This design comes from an exercise in tuning for small area on the open sky130 flow, not from production work. In this exercise RTL edits were held to simulation tests only and were not proved equivalent to the original. In this run the design's own scripts or RTL, not TritonCTS, make the clock network. The clock port is modelled as an ideal driver, which makes a skipped or thinned clock tree look cheaper than it is; a real chip needs a root buffer or a tree. No activity file was given, so power comes from the tool's default toggle rates.

==> flow/design.v <==
`default_nettype none
package audio_pkg;
  localparam int unsigned CLK_HZ   = 100_000_000;
  localparam int unsigned SIL      = 100_000_000;
  localparam int unsigned MAX_TONE = 20_000;
endpackage
`default_nettype wire
`default_nettype none
module square_gen #(
  parameter int unsigned CLK_HZ = audio_pkg::CLK_HZ,
  parameter int unsigned SIL    = audio_pkg::SIL
) (
  input  logic        clk,
  input  logic        rst,
  input  logic [31:0] tone_i,
  output logic        sq_o,
  output logic        silent_o
);
  localparam int unsigned HALF = CLK_HZ / 2;
  logic [14:0] tone_q;    
  logic        act_q;     
  logic [25:0] acc_q;     
  logic        sq_q;
  logic        audible_w, change_w, wrap_w;
  logic [25:0] sum_w;
  assign audible_w = (tone_i[31:15] == 17'd0) && (tone_i[14:0] != 15'd0) &&
                     (tone_i[14:0] <= 15'(audio_pkg::MAX_TONE));
  assign change_w  = !act_q || (tone_i[14:0] != tone_q);
  logic [26:0] cy_w;
  assign cy_w[0] = 1'b0;
  for (genvar i = 0; i < 26; i++) begin : g_add
    if (i < 15) begin : g_fa
      assign sum_w[i]   = acc_q[i] ^ tone_q[i] ^ cy_w[i];
      assign cy_w[i+1]  = (acc_q[i] & tone_q[i]) | (acc_q[i] & cy_w[i]) | (tone_q[i] & cy_w[i]);
    end else begin : g_ha
      assign sum_w[i]   = acc_q[i] ^ cy_w[i];
      assign cy_w[i+1]  = acc_q[i] & cy_w[i];
    end
  end
  logic hi_top_w;
  assign hi_top_w  = sum_w[25] & sum_w[23] & sum_w[22] & sum_w[21] & sum_w[20] &
                     sum_w[19] & sum_w[17];
  assign wrap_w    = hi_top_w & (sum_w[16] | (sum_w[15] & (sum_w[14:0] > 15'd28800)));
  always_ff @(posedge clk) begin
    tone_q <= tone_i[14:0];
    acc_q  <= (change_w || wrap_w) ? {11'd0, tone_i[14:0]} : sum_w;
    sq_q   <= change_w ? 1'b0 : (sq_q ^ wrap_w);
  end
  always_ff @(posedge clk or negedge rst) begin
    if (!rst) act_q <= 1'b0;
    else      act_q <= audible_w;
  end
  assign sq_o     = sq_q;
  assign silent_o = !act_q;
endmodule
`default_nettype wire
`default_nettype none
module tone_to_dac #(
  parameter int unsigned CLK_HZ = audio_pkg::CLK_HZ,
  parameter int unsigned SIL    = audio_pkg::SIL
) (
  input  logic        clk,
  input  logic        rst,
  input  logic [31:0] toneL,
  input  logic [31:0] toneR,
  input  logic [2:0]  volume,
  input  logic        mute,
  output logic        audio_mclk,
  output logic        audio_lrck,
  output logic        audio_sck,
  output logic        audio_sdin
);
  logic [8:2] cnt_q;                
  logic [1:0] gray_q;               
  logic       nz_l_q, nz_r_q;       
  logic       pos_l_q, pos_r_q;     
  logic [2:0] vol_q;
  logic       sq_l, sil_l, sq_r, sil_r;
  logic       load_w, live_w;
  square_gen #(.CLK_HZ(CLK_HZ), .SIL(SIL)) u_sq_l (
    .clk      (clk),
    .rst      (rst),
    .tone_i   (toneL),
    .sq_o     (sq_l),
    .silent_o (sil_l)
  );
  square_gen #(.CLK_HZ(CLK_HZ), .SIL(SIL)) u_sq_r (
    .clk      (clk),
    .rst      (rst),
    .tone_i   (toneR),
    .sq_o     (sq_r),
    .silent_o (sil_r)
  );
  logic [9:2] cnt_cy_w;
  logic [8:2] cnt_d;
  assign cnt_cy_w[2] = gray_q[1] & ~gray_q[0];
  for (genvar i = 2; i < 9; i++) begin : g_cnt
    assign cnt_d[i]      = cnt_q[i] ^ cnt_cy_w[i];
    assign cnt_cy_w[i+1] = cnt_q[i] & cnt_cy_w[i];
  end
  assign load_w = cnt_cy_w[9];
  assign live_w = !mute && (volume != 3'd0);
  always_ff @(posedge clk or negedge rst) begin
    if (!rst) begin
      cnt_q  <= 7'd0;
      gray_q <= 2'd0;
      nz_l_q <= 1'b0;
      nz_r_q <= 1'b0;
    end else begin
      cnt_q  <= cnt_d;
      gray_q <= {gray_q[0], ~gray_q[1]};
      if (load_w) begin
        nz_l_q <= live_w && !sil_l;
        nz_r_q <= live_w && !sil_r;
      end
    end
  end
  always_ff @(posedge clk) begin
    if (load_w) begin
      pos_l_q <= sq_l;
      pos_r_q <= sq_r;
      vol_q   <= volume;
    end
  end
  logic [15:0] amp_w, samp_w;
  logic        nz_w, pos_w;
  always_comb begin
    amp_w = 16'h0000;
    case (vol_q)
      3'd1:    amp_w[10] = 1'b1;
      3'd2:    amp_w[11] = 1'b1;
      3'd3:    amp_w[12] = 1'b1;
      3'd4:    amp_w[13] = 1'b1;
      default: amp_w[14] = 1'b1;    
    endcase
  end
  assign nz_w  = cnt_q[8] ? nz_r_q : nz_l_q;
  assign pos_w = cnt_q[8] ? pos_r_q : pos_l_q;
  for (genvar i = 0; i < 16; i++) begin : g_samp
    assign samp_w[i] = pos_w ? amp_w[i] : (|amp_w[i:0]);
  end
  assign audio_mclk = gray_q[1];
  assign audio_sck  = cnt_q[3];
  assign audio_lrck = cnt_q[8];
  assign audio_sdin = nz_w && samp_w[~cnt_q[7:4]];
endmodule
`default_nettype wire
==> flow/flow/run.sh <==
#!/bin/bash
# Standard layout with: the smallest buffer on the ports; no ABC pre-mapping
# before full-adder extraction; half adders left to ABC (only full adders are
# extracted), which maps the gated counters smaller; an area-oriented ABC
# script for the final mapping; inverters folded into NOR2/NAND2 gates and
# every combinational cell downsized before the placement repair_design; and
# the clock tree rebuilt after CTS as one level of four buf_12 (balanced, each
# driving a quarter of the flip-flops).
export BUFFER_PORTS_ARGS="-buffer_cell sky130_fd_sc_hd__buf_1"
export CTS_ARGS="-sink_clustering_enable -repair_clock_nets -dont_use_dummy_load -buf_list sky130_fd_sc_hd__clkbuf_8"
export SYNTH_ARGS="-noabc"
export FLOW_ABC_SCRIPT="$(pwd)/flow/abc_area.script"
export PRE_RESIZE_TCL="$(pwd)/flow/pre_resize.tcl"
export POST_CTS_TCL="$(pwd)/flow/clocktree.tcl"
export CT_GROUPS=4
export CT_BUF=sky130_fd_sc_hd__buf_12
# The platform's DONT_USE_CELLS, plus the half-adder cells.
DU="sky130_fd_sc_hd__lpflow_bleeder_1 sky130_fd_sc_hd__lpflow_clkbufkapwr_1 sky130_fd_sc_hd__lpflow_clkbufkapwr_16 sky130_fd_sc_hd__lpflow_clkbufkapwr_2 sky130_fd_sc_hd__lpflow_clkbufkapwr_4 sky130_fd_sc_hd__lpflow_clkbufkapwr_8 sky130_fd_sc_hd__lpflow_clkinvkapwr_1 sky130_fd_sc_hd__lpflow_clkinvkapwr_16 sky130_fd_sc_hd__lpflow_clkinvkapwr_2 sky130_fd_sc_hd__lpflow_clkinvkapwr_4 sky130_fd_sc_hd__lpflow_clkinvkapwr_8 sky130_fd_sc_hd__lpflow_decapkapwr_12 sky130_fd_sc_hd__lpflow_decapkapwr_3 sky130_fd_sc_hd__lpflow_decapkapwr_4 sky130_fd_sc_hd__lpflow_decapkapwr_6 sky130_fd_sc_hd__lpflow_decapkapwr_8 sky130_fd_sc_hd__lpflow_inputiso0n_1 sky130_fd_sc_hd__lpflow_inputiso0p_1 sky130_fd_sc_hd__lpflow_inputiso1n_1 sky130_fd_sc_hd__lpflow_inputiso1p_1 sky130_fd_sc_hd__lpflow_inputisolatch_1 sky130_fd_sc_hd__lpflow_isobufsrc_1 sky130_fd_sc_hd__lpflow_isobufsrc_16 sky130_fd_sc_hd__lpflow_isobufsrc_2 sky130_fd_sc_hd__lpflow_isobufsrc_4 sky130_fd_sc_hd__lpflow_isobufsrc_8 sky130_fd_sc_hd__lpflow_isobufsrckapwr_16 sky130_fd_sc_hd__lpflow_lsbuf_lh_hl_isowell_tap_1 sky130_fd_sc_hd__lpflow_lsbuf_lh_hl_isowell_tap_2 sky130_fd_sc_hd__lpflow_lsbuf_lh_hl_isowell_tap_4 sky130_fd_sc_hd__lpflow_lsbuf_lh_isowell_4 sky130_fd_sc_hd__lpflow_lsbuf_lh_isowell_tap_1 sky130_fd_sc_hd__lpflow_lsbuf_lh_isowell_tap_2 sky130_fd_sc_hd__lpflow_lsbuf_lh_isowell_tap_4 sky130_fd_sc_hd__probe_p_8 sky130_fd_sc_hd__probec_p_8 sky130_fd_sc_hd__ha_1 sky130_fd_sc_hd__ha_2 sky130_fd_sc_hd__ha_4"
bash standard.sh SYNTH_SCRIPT="$(pwd)/flow/synth.tcl" "DONT_USE_CELLS=$DU" finish > standard.log 2>&1
==> flow/flow/abc_area.script <==
strash
&get -n
&st
&jf -K 5
&st
&dch -x
&nf -a -R 2000
&put
topo
==> flow/flow/clocktree.tcl <==
# Replace the clock tree that CTS built with a single level of large clock
# buffers fed straight from the clock port: the flip-flops are split by
# position into CT_GROUPS groups of about the same size, each driven by one
# CT_BUF placed at its group's centre. All flip-flops see the same structure
# (port -> one buffer -> clock pin), so the tree stays balanced.
set ct_groups [expr {[info exists ::env(CT_GROUPS)] ? $::env(CT_GROUPS) : 2}]
set ct_buf [expr {[info exists ::env(CT_BUF)] ? $::env(CT_BUF) : "sky130_fd_sc_hd__clkbuf_16"}]
set block [ord::get_db_block]
set db [ord::get_db]
set clk_net [$block findNet clk]
set master [$db findMaster $ct_buf]

# Walk the existing tree from the clock port: collect buffers/inverters of the
# tree and the sink pins (flip-flop clock pins).
set sinks {}
set tree_insts {}
set todo [list $clk_net]
while {[llength $todo]} {
  set net [lindex $todo 0]
  set todo [lrange $todo 1 end]
  foreach it [$net getITerms] {
    if {![$it isInputSignal] && [$it getIoType] ne "INPUT"} { continue }
    set inst [$it getInst]
    set m [[$inst getMaster] getName]
    if {[regexp {__(clkbuf|buf|clkinv|inv)_} $m]} {
      lappend tree_insts $inst
      foreach ot [$inst getITerms] {
        if {[$ot isOutputSignal] && [$ot getNet] ne "NULL"} { lappend todo [$ot getNet] }
      }
    } else {
      lappend sinks $it
    }
  }
}
puts "clocktree: [llength $tree_insts] tree cells, [llength $sinks] sinks"
foreach it $sinks {
  set m [[[$it getInst] getMaster] getName]
  if {![regexp {__(s?e?df)} $m]} { error "clocktree: unexpected clock sink $m" }
}
# Remove the old tree.
set old_nets {}
foreach inst $tree_insts {
  foreach ot [$inst getITerms] {
    if {[$ot isOutputSignal] && [$ot getNet] ne "NULL"} { lappend old_nets [$ot getNet] }
  }
}
foreach it $sinks { $it disconnect }
foreach inst $tree_insts { odb::dbInst_destroy $inst }
foreach net $old_nets { if {[llength [$net getITerms]] == 0} { odb::dbNet_destroy $net } }

# Sort sinks by position and cut into groups (x then y halves).
set pts {}
foreach it $sinks {
  set inst [$it getInst]
  set loc [$inst getLocation]
  lappend pts [list [lindex $loc 0] [lindex $loc 1] $it]
}
proc ct_split {pts n} {
  if {$n <= 1} { return [list $pts] }
  set xs [lmap p $pts {lindex $p 0}]; set ys [lmap p $pts {lindex $p 1}]
  set dx [expr {[tcl::mathfunc::max {*}$xs] - [tcl::mathfunc::min {*}$xs]}]
  set dy [expr {[tcl::mathfunc::max {*}$ys] - [tcl::mathfunc::min {*}$ys]}]
  set k [expr {$dx >= $dy ? 0 : 1}]
  set s [lsort -integer -index $k $pts]
  set n1 [expr {$n / 2}]
  set cut [expr {int(round([llength $s] * double($n1) / $n))}]
  return [concat [ct_split [lrange $s 0 [expr {$cut - 1}]] $n1] [ct_split [lrange $s $cut end] [expr {$n - $n1}]]]
}
set i 0
foreach grp [ct_split $pts $ct_groups] {
  set sx 0; set sy 0
  foreach p $grp { incr sx [lindex $p 0]; incr sy [lindex $p 1] }
  set cx [expr {$sx / [llength $grp]}]; set cy [expr {$sy / [llength $grp]}]
  set buf [odb::dbInst_create $block $master "clkbuf_ct_$i"]
  set net [odb::dbNet_create $block "clknet_ct_$i"]
  $net setSigType CLOCK
  $buf setLocation $cx $cy
  $buf setPlacementStatus PLACED
  foreach mt [$buf getITerms] {
    set mn [[$mt getMTerm] getName]
    if {$mn eq "A"} { $mt connect $clk_net }
    if {$mn eq "X"} { $mt connect $net }
  }
  foreach p $grp { [lindex $p 2] connect $net }
  puts "clocktree: buffer $i drives [llength $grp] sinks at ($cx, $cy)"
  incr i
}
detailed_placement
check_placement -verbose
estimate_parasitics -placement
report_clock_skew
==> flow/flow/downsize.tcl <==
# Before the placement-stage repair_design: give every combinational cell its
# smallest drive strength (same function and pins); repair_design then fixes
# any slew or capacitance limit this breaks. Timing has tens of ns of slack.
set ::dont_use_list $::env(DONT_USE_CELLS)
proc ds_dont_use {name} {
  foreach pat $::dont_use_list { if {[string match $pat $name]} { return 1 } }
  return 0
}
set ::ds_best [dict create]
foreach lc [get_lib_cells *] {
  set n [get_name $lc]
  if {![regexp {^(sky130_fd_sc_hd__[a-z0-9]+)_([0-9]+)$} $n -> base sz]} { continue }
  if {[ds_dont_use $n]} { continue }
  set a [get_property $lc area]
  if {![dict exists $::ds_best $base] || $a < [lindex [dict get $::ds_best $base] 1]} {
    dict set ::ds_best $base [list $n $a]
  }
}
set ds_count 0
set ds_saved 0.0
foreach inst [get_cells *] {
  set ref [get_property $inst ref_name]
  if {![regexp {^(sky130_fd_sc_hd__[a-z0-9]+)_([0-9]+)$} $ref -> base sz]} { continue }
  # keep registers, clock cells, taps, ties and fillers as they are
  if {[regexp {^sky130_fd_sc_hd__(s?e?df|dl|clk|tap|conb|fill|decap|diode)} $ref]} { continue }
  if {![dict exists $::ds_best $base]} { continue }
  lassign [dict get $::ds_best $base] best barea
  if {$best eq $ref} { continue }
  set old [get_property [get_lib_cells $ref] area]
  if {$barea >= $old} { continue }
  replace_cell $inst [get_lib_cells $best]
  incr ds_count
  set ds_saved [expr {$ds_saved + $old - $barea}]
}
puts "downsize: replaced $ds_count cells, saved $ds_saved um2"
==> flow/flow/peephole.tcl <==
# Fold an inverter that feeds only one input of a 2-input NOR or NAND into
# that gate: nor2(~x, y) -> nor2b(A=y, B_N=x), nand2(~x, y) -> nand2b(A_N=x, B=y).
# Saves 1.25 um2 per pair; the logic is unchanged.
proc pp_pin {inst name} {
  foreach it [$inst getITerms] { if {[[$it getMTerm] getName] eq $name} { return $it } }
  return ""
}
set pp_block [ord::get_db_block]
set pp_db [ord::get_db]
set pp_nor2b [$pp_db findMaster sky130_fd_sc_hd__nor2b_1]
set pp_nand2b [$pp_db findMaster sky130_fd_sc_hd__nand2b_1]
set pp_count 0
foreach inv [$pp_block getInsts] {
  set m [[$inv getMaster] getName]
  if {![regexp {^sky130_fd_sc_hd__(clk)?inv_[0-9]+$} $m]} { continue }
  set a [pp_pin $inv A]; set y [pp_pin $inv Y]
  set xn [$a getNet]; set yn [$y getNet]
  if {$xn eq "NULL" || $yn eq "NULL"} { continue }
  if {[llength [$yn getBTerms]] != 0} { continue }
  set loads {}
  foreach it [$yn getITerms] { if {[$it getInst] ne $inv} { lappend loads $it } }
  if {[llength $loads] != 1} { continue }
  set lt [lindex $loads 0]
  set g [$lt getInst]
  set gm [[$g getMaster] getName]
  if {[regexp {^sky130_fd_sc_hd__nor2_[0-9]+$} $gm]} { set nm $pp_nor2b; set kind nor } \
  elseif {[regexp {^sky130_fd_sc_hd__nand2_[0-9]+$} $gm]} { set nm $pp_nand2b; set kind nand } \
  else { continue }
  set pin [[$lt getMTerm] getName]
  set other [expr {$pin eq "A" ? "B" : "A"}]
  set on [[pp_pin $g $other] getNet]
  set gy [[pp_pin $g Y] getNet]
  if {$on eq "NULL" || $gy eq "NULL" || $on eq $yn} { continue }
  set loc [$g getLocation]
  set name "[$g getName]_pp"
  set new [odb::dbInst_create $pp_block $nm $name]
  $new setLocation [lindex $loc 0] [lindex $loc 1]
  $new setPlacementStatus [$g getPlacementStatus]
  foreach it [$g getITerms] { $it disconnect }
  foreach it [$inv getITerms] { $it disconnect }
  odb::dbInst_destroy $g
  odb::dbInst_destroy $inv
  odb::dbNet_destroy $yn
  if {$kind eq "nor"} {
    [pp_pin $new A] connect $on; [pp_pin $new B_N] connect $xn
  } else {
    [pp_pin $new B] connect $on; [pp_pin $new A_N] connect $xn
  }
  [pp_pin $new Y] connect $gy
  incr pp_count
}
puts "peephole: folded $pp_count inverters"
==> flow/flow/pre_resize.tcl <==
# Before the placement-stage repair_design: fold inverters into NOR2/NAND2
# gates, then downsize every combinational cell.
source [file join [file dirname [info script]] peephole.tcl]
source [file join [file dirname [info script]] downsize.tcl]
==> flow/flow/synth.tcl <==
# The standard synthesis script, with ABC's final mapping run with an
# area-oriented script (flow/abc_area.script) in place of ORFS's speed script.
proc synth {args} { yosys synth -nofsm -noshare {*}$args }
proc abc {args} {
  set i [lsearch -exact $args -script]
  if {$i >= 0} { lset args [expr {$i + 1}] $::env(FLOW_ABC_SCRIPT) }
  yosys abc {*}$args
}
source $::env(SCRIPTS_DIR)/synth.tcl
# left out here: clear keep_hierarchy, flatten, clean up, hide names made inside functions, write 1_2_yosys.v
==> flow/standard.sh <==
#!/bin/bash
# synth_recipe.tcl (not shown) runs the flow's synth.tcl, then flattens the netlist and writes it again
# the make line also repeats each setting of config.mk as NAME=value (left out here)
make -C /OpenROAD-flow-scripts/flow DESIGN_CONFIG=/design/flow/config.mk WORK_HOME=/design/flow/orfs CLKGATE_MAP_FILE= SYNTH_SCRIPT=/design/flow/synth_recipe.tcl "${@:-finish}"
==> flow/config.mk <==
export PLATFORM = sky130hd
export DESIGN_NAME = tone_to_dac
export DESIGN_NICKNAME = tone_to_dac
export VERILOG_FILES = /design/flow/design.v
export SDC_FILE = /design/flow/constraint.sdc
export NUM_CORES = 4
export LEC_CHECK = 0
export CAP_MARGIN = 20
export CORE_MARGIN = 2
export CORE_UTILIZATION = 40
export CTS_BUF_LIST = sky130_fd_sc_hd__clkbuf_2
export SLEW_MARGIN = 20
==> flow/constraint.sdc <==
create_clock -name core_clock -period 90.0 [get_ports {clk}]
set_input_delay 18.0000 -clock core_clock [delete_from_list [all_inputs] [get_ports {clk}]]
set_output_delay 18.0000 -clock core_clock [all_outputs]
set_load 0.01 [all_outputs]
==> reports/results.ini <==
[status]
status=finished clean

[die]
start_util_pct=41.4
die_w_um=108
core_sq_um=10400
dieArea_sq_um=11600
die_h_um=108
num_io_pins=74
rows=37

[finish]
drive_above_1_share_pct=1.12
area_growth_pct=12.3
antennaDiodeCount=0
nNetsFinal=546
final_util_pct=46.5
final_cells=582

[pwr]
switching_share_pct=22.2
p_leak_uw=0.00167
intPower_uw=58.5
power_frac_comb_pct=11.8
p_total_uw=75.2
seq_power_share_pct=63.8
ir_drop_uv=8.82
cellPowerDensity_nw_per_um2=15.5
p_sw_uw=16.7
clock_power_share_pct=24.5

[clock_tree]
clk_pin_slew_ns=0.10
cts.sinks=102
insertion_delay_ns=0.14

[detailed_routing]
final_antenna_net_count=0
via_per_inst=5.02
wl_per_cell_um=13.7
vias=2923
first_pass_iters=4
drt_iter0_markers=101
routed_wl_um=7970
drc=0

[critical_path]
required_ns=90.03
cp_data_arrival_time_ns=20.25
path_class=in -> reg
cp-end-kind=register
crit_fanout=15
worst_setup_path_start_kind=input pin

[global_routing]
grt_pass1_vias=2900
grt_pass1_wl_um=13600
grt_usage_pct=14.8
grt_antenna_before_repair=0
grt.overflow.total=0
grt_max_degree=28

[sta]
tns_ns=0
timing.fmax_mhz=49.5
holdWs_ns=0.395
setup_viol=0
worstMarginPinSlew_ns=0.744
min_period_ns=20.22
slew_violations=0
rsz0062_at_grt=no
clock_skew_ns=0.00851
hold_viol=0
max-slew-margin-rel_pct=50.4
period_share_pct=22.5

[yosys]
netlist_area_sq_um=4310
ys_seq_area_share_pct=50.0
avgSynthCellArea_sq_um=11.7
syn_inst=368
yosys_warnings=2
synthesis.nets=466
synth-seq-cells=102
ys_types=31

[placed_design]
place_inst=578
gp_congestion=0.737
dp_hpwl_um=6260
portBuffers=73

[min_path]
hp-class=reg -> reg

[flow_run]
maxCapViolations=0

cells in the mapped netlist:
library cell | number | area (sq um)
edfxtp_1 | 5 | 150
nand2b_1 | 2 | 12.5
nand2_1 | 12 | 45.0
mux2i_1 | 2 | 20.0
xor2_1 | 10 | 87.6
nand3_1 | 10 | 50.1
o311a_1 | 1 | 10.0
clkinv_1 | 5 | 18.8
or4b_1 | 2 | 20.0
nor3_1 | 22 | 110
nand4_1 | 8 | 50.1
o22a_1 | 1 | 8.76
a31oi_1 | 3 | 18.8
dfrtp_1 | 13 | 325
and3_1 | 10 | 62.6
xnor2_1 | 33 | 289
or4_1 | 5 | 37.5
and2_0 | 6 | 37.5
o31a_1 | 2 | 17.5
o31ai_1 | 1 | 7.51
a21oi_1 | 17 | 85.1
o21ai_0 | 9 | 45.0
a311oi_1 | 2 | 17.5
o22ai_1 | 1 | 6.26
a32oi_1 | 1 | 8.76
fa_1 | 28 | 561
or2_0 | 1 | 6.26
dfxtp_1 | 84 | 1680
nor4_1 | 16 | 100
mux2_1 | 28 | 315
nor2_1 | 28 | 105
final timing paths:
path	to	depth (start not counted)	start	slack, ns
worst max-delay path	u_sq_r.acc_q[14]	8	toneR[0]	69.79
worst min-delay path	gray_q[1]	0	gray_q[0]	0.40
worst max register to register	u_sq_r.acc_q[14]	24	u_sq_r.tone_q[0]	79.94
worst min register to register	gray_q[1]	0	gray_q[0]	0.40
max in group asynchronous	cnt_q[8]	1	rst	71.64
min in group asynchronous	gray_q[0]	1	rst	17.90
cell usage in the layout, fill, tap and decap left out, drive strengths merged, types with 6 or more instances in the layout:
| cell | n |
|---|---|
| a21oi | 17 |
| and2 | 6 |
| and3 | 10 |
| buf | 78 |
| dfrtp | 13 |
| dfxtp | 84 |
| fa | 28 |
| mux2 | 28 |
| nand2 | 12 |
| nand3 | 10 |
| nand4 | 8 |
| nor2 | 28 |
| nor3 | 22 |
| nor4 | 16 |
| o21ai | 9 |
| xnor2 | 33 |
| xor2 | 10 |
sequential cells by signal, summed over array words and instances, names as in the netlist:
signal	count
u_sq_l.acc_q	26
pos_l_q	1
nz_r_q	1
u_sq_l.act_q	1
u_sq_r.act_q	1
gray_q	2
vol_q	3
cnt_q	7
u_sq_l.sq_q	1
u_sq_r.tone_q	15
nz_l_q	1
u_sq_r.sq_q	1
u_sq_l.tone_q	15
u_sq_r.acc_q	26
pos_r_q	1
kinds of logic after synthesis:
| group | synth area share, % |
|---|---|
| simple gates | 14.8 |
| flops | 50.0 |
| xor+xnor | 8.74 |
| compound gates | 5.23 |
| mux | 7.78 |
| fa+ha+maj | 13.0 |
| buf+inv | 0.435 |
worst max-delay path: stages:
cell and delay [ns]:
buf_1 0.11, xor2_1 0.17, nor4_1 0.28, nand2_1 0.08, nor4_1 0.34, nand2b_1 0.46, buf_1 0.41, mux2_1 0.39
routing by layer:
metal	up-vias	global-route usage [%]	wire length [um]
met5	-	0	0
met4	0	2.75	72
met3	3	3.21	276
met2	49	23.6	3630
met1	1403	20.9	3990
li1	1468	-	-
final cells by class:
class	instances	area [sq um]
plain buffers	4	80.1
fillers	991	5580
inverters	5	18.8
multi-input cells	261	2140
flip-flops and latches	102	2160
well taps	136	170
repair buffers	74	278
metrics by stage:
step	setup slack (ns)	instance area, sq um
2_1_floorplan	70.16	4310
3_3_place_gp	69.60	4760
3_5_place_dp	69.47	4760
5_1_grt	69.55	4840
6_report	69.79	4840
power by group through the flow:
stage               Clock [uW]  Combinational [uW]  Sequential (uW)
floorplan                    0                5.40             48.9
global placement             0                8.68             49.0
detailed placement           0                8.92             49.0
global route              20.6                10.3             48.2
finish                    18.4                8.85             48.0

-- re-timing with driven ports --
How much do the figures lean on ideal ports? The routed layout below was timed once more, with nothing changed but the port constraints.
Step 1, drivers: a clkbuf_16 drives clk and a buf_2 each remaining input, both assumed.
Step 2 adds t to the input delays and takes it off the output delays; t is the mean of the earliest and latest rising clock arrival at the registers after step 1. Input paths then give back, and output paths get back, about the clock's delay inside the block.
Slacks: no drivers / after step 1 / after step 2; pairs: no drivers / after step 1.
shift t [ns]: 0.218
setup WS [ns]: 69.785 / 69.852 / 69.634
hold WS [ns]: 0.395 / 0.395 / 0.395
worst data-port slew with drivers (ns): 0.03
After both steps this run still meets setup and hold. For this run, drivers alone change the setup slack by +0.067 ns; drivers and shift together by -0.151 ns.
